Context: an optimization exercise on an open-source flow, tuned for small area. The choices shown serve that exercise and are no tape-out recipe.
Only simulation tests tie the RTL to the original design; equivalence was not proved.

==> exp/ember: inputs <==
## m68kCacheTop
module m68kCacheTop (
	input logic Clock,
	input logic Reset_L,
	input logic cpuAS_L,			 
	input logic cpuUDS_L,			 
	input logic cpuLDS_L,			 
	input logic cpuWE_L,			 
	input logic cpuDramSelect_H,		 
	input logic [31:0] cpuAddress,
	input logic [15:0] cpuWrData,
	output logic [15:0] cpuData,
	output logic DtackTo68k_L,
	output logic dramSelect_L,		 
	output logic dramAS_L,
	output logic dramUDS_L,
	output logic dramLDS_L,
	output logic dramWE_L,
	output logic [31:0] dramAddress,	 
	output logic [15:0] dramWrData,
	input logic dramDtack_L,
	input logic dramCAS_L,			 
	input logic dramRAS_L,			 
	input logic [15:0] dramData
);
	localparam int CountWidth = $clog2(cacheGeomPkg::LineWords);	 
	localparam int TagDepth   = cacheGeomPkg::NumSets;
	localparam int DataDepth  = cacheGeomPkg::NumSets * cacheGeomPkg::LineWords;
	busPkg::cpuBus_t cpuReq;
	busPkg::dramReq_t dramReq;
	busPkg::dramStat_t dramStat;
	assign cpuReq   = {cpuAS_L, cpuUDS_L, cpuLDS_L, cpuWE_L, cpuDramSelect_H,
		cpuAddress, cpuWrData};
	assign {dramSelect_L, dramAS_L, dramUDS_L, dramLDS_L, dramWE_L,
		dramAddress, dramWrData} = dramReq;
	assign dramStat = {dramDtack_L, dramCAS_L, dramRAS_L};
	logic [CountWidth-1:0] count;
	logic countClear;
	logic loadLru;
	logic pickVictim;
	logic touchHit;
	logic clearAll;
	logic setFull;
  ...
==> module ringEntry, before the edit <==
module ringEntry #(
	parameter int Width = 16
) (
	input logic ins,
	input logic hold,
	input logic [Width-1:0] newData,
	input logic [Width-1:0] roundData,
	output logic [Width-1:0] d
);
	assign d = ({Width{ins}} & newData) | ({Width{hold}} & roundData);
endmodule
==> module cacheArrays, before the edit <==
module cacheArrays
#(
	parameter int TagDepth = 8,
	parameter int DataDepth = 64
) (
	input logic Clock,
	input logic Reset_L,
	input cacheGeomPkg::setIdx_t setIdx,		 
	input cacheGeomPkg::wordIdx_t wordIdx,		 
	input cacheGeomPkg::setIdx_t rdSet,		 
	input cacheGeomPkg::wordIdx_t rdWord,		 
	input logic [cacheGeomPkg::TagWidth-1:0] reqTag,
	input cacheGeomPkg::wayMask_t tagWe,
	input cacheGeomPkg::wayMask_t dataWe,
	input logic validOut,
	input busPkg::word_t fillData,
	output cacheGeomPkg::wayMask_t hitMask,
	output cacheGeomPkg::wayMask_t validMask,
	output cacheGeomPkg::wayMask_t hitMaskQ,	 
	output cacheGeomPkg::wayMask_t validMaskQ,
	output busPkg::word_t cpuData			 
);
	localparam int NW = cacheGeomPkg::NumWays;
	localparam int NS = cacheGeomPkg::NumSets;
	localparam int TW = cacheGeomPkg::TagWidth;
	logic [2:0] ringT;
	always_ff @(posedge Clock or negedge Reset_L) begin
		if (!Reset_L)
			ringT <= '0;
		else
			ringT <= ringT + 3'd1;
	end
	logic [NW-1:0][NS-1:0] valid;
	always_ff @(posedge Clock) begin
		for (int w = 0; w < NW; w++)
			for (int s = 0; s < NS; s++)
				if (tagWe[w] && setIdx == 3'(s))
					valid[w][s] <= validOut;
	end
	logic [2:0] wrSlot7;
	logic [2:0] newPhase;
	logic [2:0] rdSlot;
	logic [NS-1:0] rdSlotDec;
	logic [NW-1:0][TW+2:0] tagRd;		 
	assign wrSlot7  = setIdx + ringT;		 
	assign newPhase = ringT - wordIdx + 3'd1;
	assign rdSlot   = rdSet + ringT;
	always_comb
		for (int r = 0; r < NS; r++)
			rdSlotDec[r] = (rdSlot == 3'(r));
	logic [NW-1:0][NS-1:0][TW+2:0] tRing;
	logic [NW-1:0][TW+2:0] tEntry;
	for (genvar w = 0; w < NW; w++) begin : tagWay
		logic ins;
		assign ins = dataWe[w] && wrSlot7 == 3'd7;
		ringEntry #(.Width(TW+3)) entry (
			.ins(ins), .hold(!ins),
			.newData({reqTag, newPhase}), .roundData(tRing[w][NS-1]),
			.d(tEntry[w])
		);
		tagSelect rd (
			.sel(rdSlotDec), .data(tRing[w]), .y(tagRd[w])
		);
	end
	always_ff @(posedge Clock) begin
		for (int w = 0; w < NW; w++) begin
			tRing[w][0] <= tEntry[w];
			for (int r = 1; r < NS; r++)
				tRing[w][r] <= tRing[w][r-1];
		end
	end
	logic [NS-1:0] rdSetDec;
	always_comb begin
		for (int s = 0; s < NS; s++)
			rdSetDec[s] = (rdSet == 3'(s));
		for (int w = 0; w < NW; w++) begin
			validMask[w] = |(valid[w] & rdSetDec);
			hitMask[w]   = validMask[w] && (tagRd[w][TW+2:3] == reqTag);
		end
	end
	logic [NW-1:0][7:0] posDec;
	always_comb begin
		for (int w = 0; w < NW; w++) begin
			logic [2:0] pos;
			pos = ringT - tagRd[w][2:0] - rdWord;
			for (int p = 0; p < 8; p++)
				posDec[w][p] = (pos == 3'(p));
		end
	end
	logic [NW-1:0][NS-1:0][7:0][15:0] dRing;
	logic [NW-1:0][NS-1:0][15:0] dEntry;
	for (genvar w = 0; w < NW; w++) begin : dataWay
		for (genvar s = 0; s < NS; s++) begin : dataSet
			logic ins;
			assign ins = dataWe[w] && setIdx == 3'(s);
			ringEntry #(.Width(16)) entry (
				.ins(ins), .hold(!ins),
				.newData(fillData), .roundData(dRing[w][s][7]),
				.d(dEntry[w][s])
			);
		end
	end
	always_ff @(posedge Clock) begin
		for (int w = 0; w < NW; w++)
			for (int s = 0; s < NS; s++) begin
				dRing[w][s][0] <= dEntry[w][s];
				for (int p = 1; p < 8; p++)
					dRing[w][s][p] <= dRing[w][s][p-1];
			end
	end
	busPkg::word_t lookData;
	logic [NW-1:0][15:0] wayData;
	logic [NW-1:0][NS-1:0][7:0] waySel;
	always_comb
		for (int w = 0; w < NW; w++)
			for (int s = 0; s < NS; s++)
				for (int p = 0; p < 8; p++)
					waySel[w][s][p] = rdSetDec[s] & posDec[w][p];
	for (genvar w = 0; w < NW; w++) begin : wayRd
		waySelect rd (.sel(waySel[w]), .data(dRing[w]), .y(wayData[w]));
	end
	hitSelect dataRd (.sel(hitMask), .data(wayData), .y(lookData));
	always_ff @(posedge Clock) begin
		hitMaskQ   <= hitMask;
		validMaskQ <= validMask;
		if (|dataWe) begin
			if (wordIdx == rdWord)
				cpuData <= fillData;
		end else
			cpuData <= lookData;
	end
endmodule
==> flow/config.mk <==
export PLATFORM = sky130hd
export DESIGN_NAME = m68kCacheTop
export DESIGN_NICKNAME = m68kCacheTop
export VERILOG_FILES = /design/flow/design.v
export SDC_FILE = /design/flow/constraint.sdc
export NUM_CORES = 4
export LEC_CHECK = 0
export CAP_MARGIN = 20
export CORE_MARGIN = 2
export CORE_UTILIZATION = 60
export SLEW_MARGIN = 20
export SYNTH_HIERARCHICAL = 1
export SYNTH_MINIMUM_KEEP_SIZE = 0
==> flow/constraint.sdc <==
create_clock -name core_clock -period 12.0 [get_ports {Clock}]
set_input_delay 2.4000 -clock core_clock [delete_from_list [all_inputs] [get_ports {Clock}]]
set_output_delay 2.4000 -clock core_clock [all_outputs]
set_load 0.01 [all_outputs]
run.sh (not shown) runs the stock make flow with config.mk's settings and CLKGATE_MAP_FILE= SYNTH_SCRIPT=/design/flow/synth_recipe.tcl, a recipe that flattens the netlist after the stock synthesis.
==> exp/garnet: changes against exp/ember <==
--- a/flow/design.v
+++ b/flow/design.v
@@ -139,5 +139,10 @@
 	output logic [Width-1:0] d
 );
-	assign d = ({Width{ins}} & newData) | ({Width{hold}} & roundData);
+	for (genvar i = 0; i < Width; i++) begin : bitEntry
+		ao22g u (.a0(ins), .b0(newData[i]), .a1(hold), .b1(roundData[i]), .y(d[i]));
+	end
+endmodule
+module ao22g (input logic a0, input logic b0, input logic a1, input logic b1, output logic y);
+	assign y = (a0 & b0) | (a1 & b1);
 endmodule
 module aoi222 (input logic a0, input logic b0, input logic a1, input logic b1, input logic a2, input logic b2, output logic y);
@@ -1736,11 +1741,20 @@
 		end
 	end
+	logic [2:0] uIdx;
+	logic [7:0] uDec;
+	logic [NW-1:0][7:0] cDec;
 	logic [NW-1:0][7:0] posDec;
+	assign uIdx = ringT - rdWord;
 	always_comb begin
+		for (int i = 0; i < 8; i++)
+			uDec[i] = (uIdx == 3'(i));
 		for (int w = 0; w < NW; w++) begin
-			logic [2:0] pos;
-			pos = ringT - tagRd[w][2:0] - rdWord;
-			for (int p = 0; p < 8; p++)
-				posDec[w][p] = (pos == 3'(p));
+			for (int j = 0; j < 8; j++)
+				cDec[w][j] = (tagRd[w][2:0] == 3'(j));
+			for (int p = 0; p < 8; p++) begin
+				posDec[w][p] = 1'b0;
+				for (int j = 0; j < 8; j++)
+					posDec[w][p] = posDec[w][p] | (cDec[w][j] & uDec[(j + p) % 8]);
+			end
 		end
 	end
CAP_MARGIN = 10   (was 20)
CTS_CLUSTER_DIAMETER = 80   (was unset)
CTS_CLUSTER_SIZE = 30   (was unset)
SLEW_MARGIN = 10   (was 20)
==> notes <==
Of exp/garnet and exp/ember, exp/garnet has the higher non-clock buffer count (gap 47).
Between exp/ember and exp/garnet, the lower utilization is in exp/garnet (gap 3.8 points).
Against exp/ember, the synthesized cell count of exp/garnet is lower by about 0.55%.
Between exp/garnet and exp/ember, the lower final cell count is in exp/garnet (gap about 4%, measured against exp/ember).
==> figures <==
item	exp/ember	exp/garnet
NonClk Buf Share	0.0202	0.0239
Flop2flop setup slack	3.14 ns	3.92 ns
Run status	complete, no violations	complete, no violations
Starting DRT DRC Count	15800	15400
Total Routed Length	414 mm	405 mm
Area of the die	235000 sq um	233000 sq um
Simple-gate area share of the yosys netlist	0.0563	0.0558
Buffers, non-clock	392	439
First-pass iteration count of the detailed router	12	11
Vias in the first global route	90200	87100

==> port drivers added, routing unchanged <==
How much do the figures lean on ideal ports? The routed layouts below were timed once more, with nothing changed but the port constraints.
Step 1 (the two cells are an assumption about what drives the block):
set clk [get_ports {Clock}]
set_driving_cell -lib_cell sky130_fd_sc_hd__clkbuf_16 $clk
set_driving_cell -lib_cell sky130_fd_sc_hd__buf_2 [delete_from_list [all_inputs] $clk]
Step 2 times the ports against the registers' clock, not the clock port: input delays grow and output delays shrink by t, the midpoint of the rising clock arrivals with the driver on.
a / b / c = ideal / step 1 / step 2; a / b = the first two.
run	t, ns	slack for setup (ns)	worst slew at a driven data input, ns
exp/ember	1.072	1.911 / 1.982 / 0.910	0.07
exp/garnet	0.972	2.360 / 2.417 / 1.445	0.07
After both steps every run listed still meets setup and hold. The setup slack of exp/ember, which loses most, moves by +0.071 ns with the drivers and by -1.001 ns with both steps.
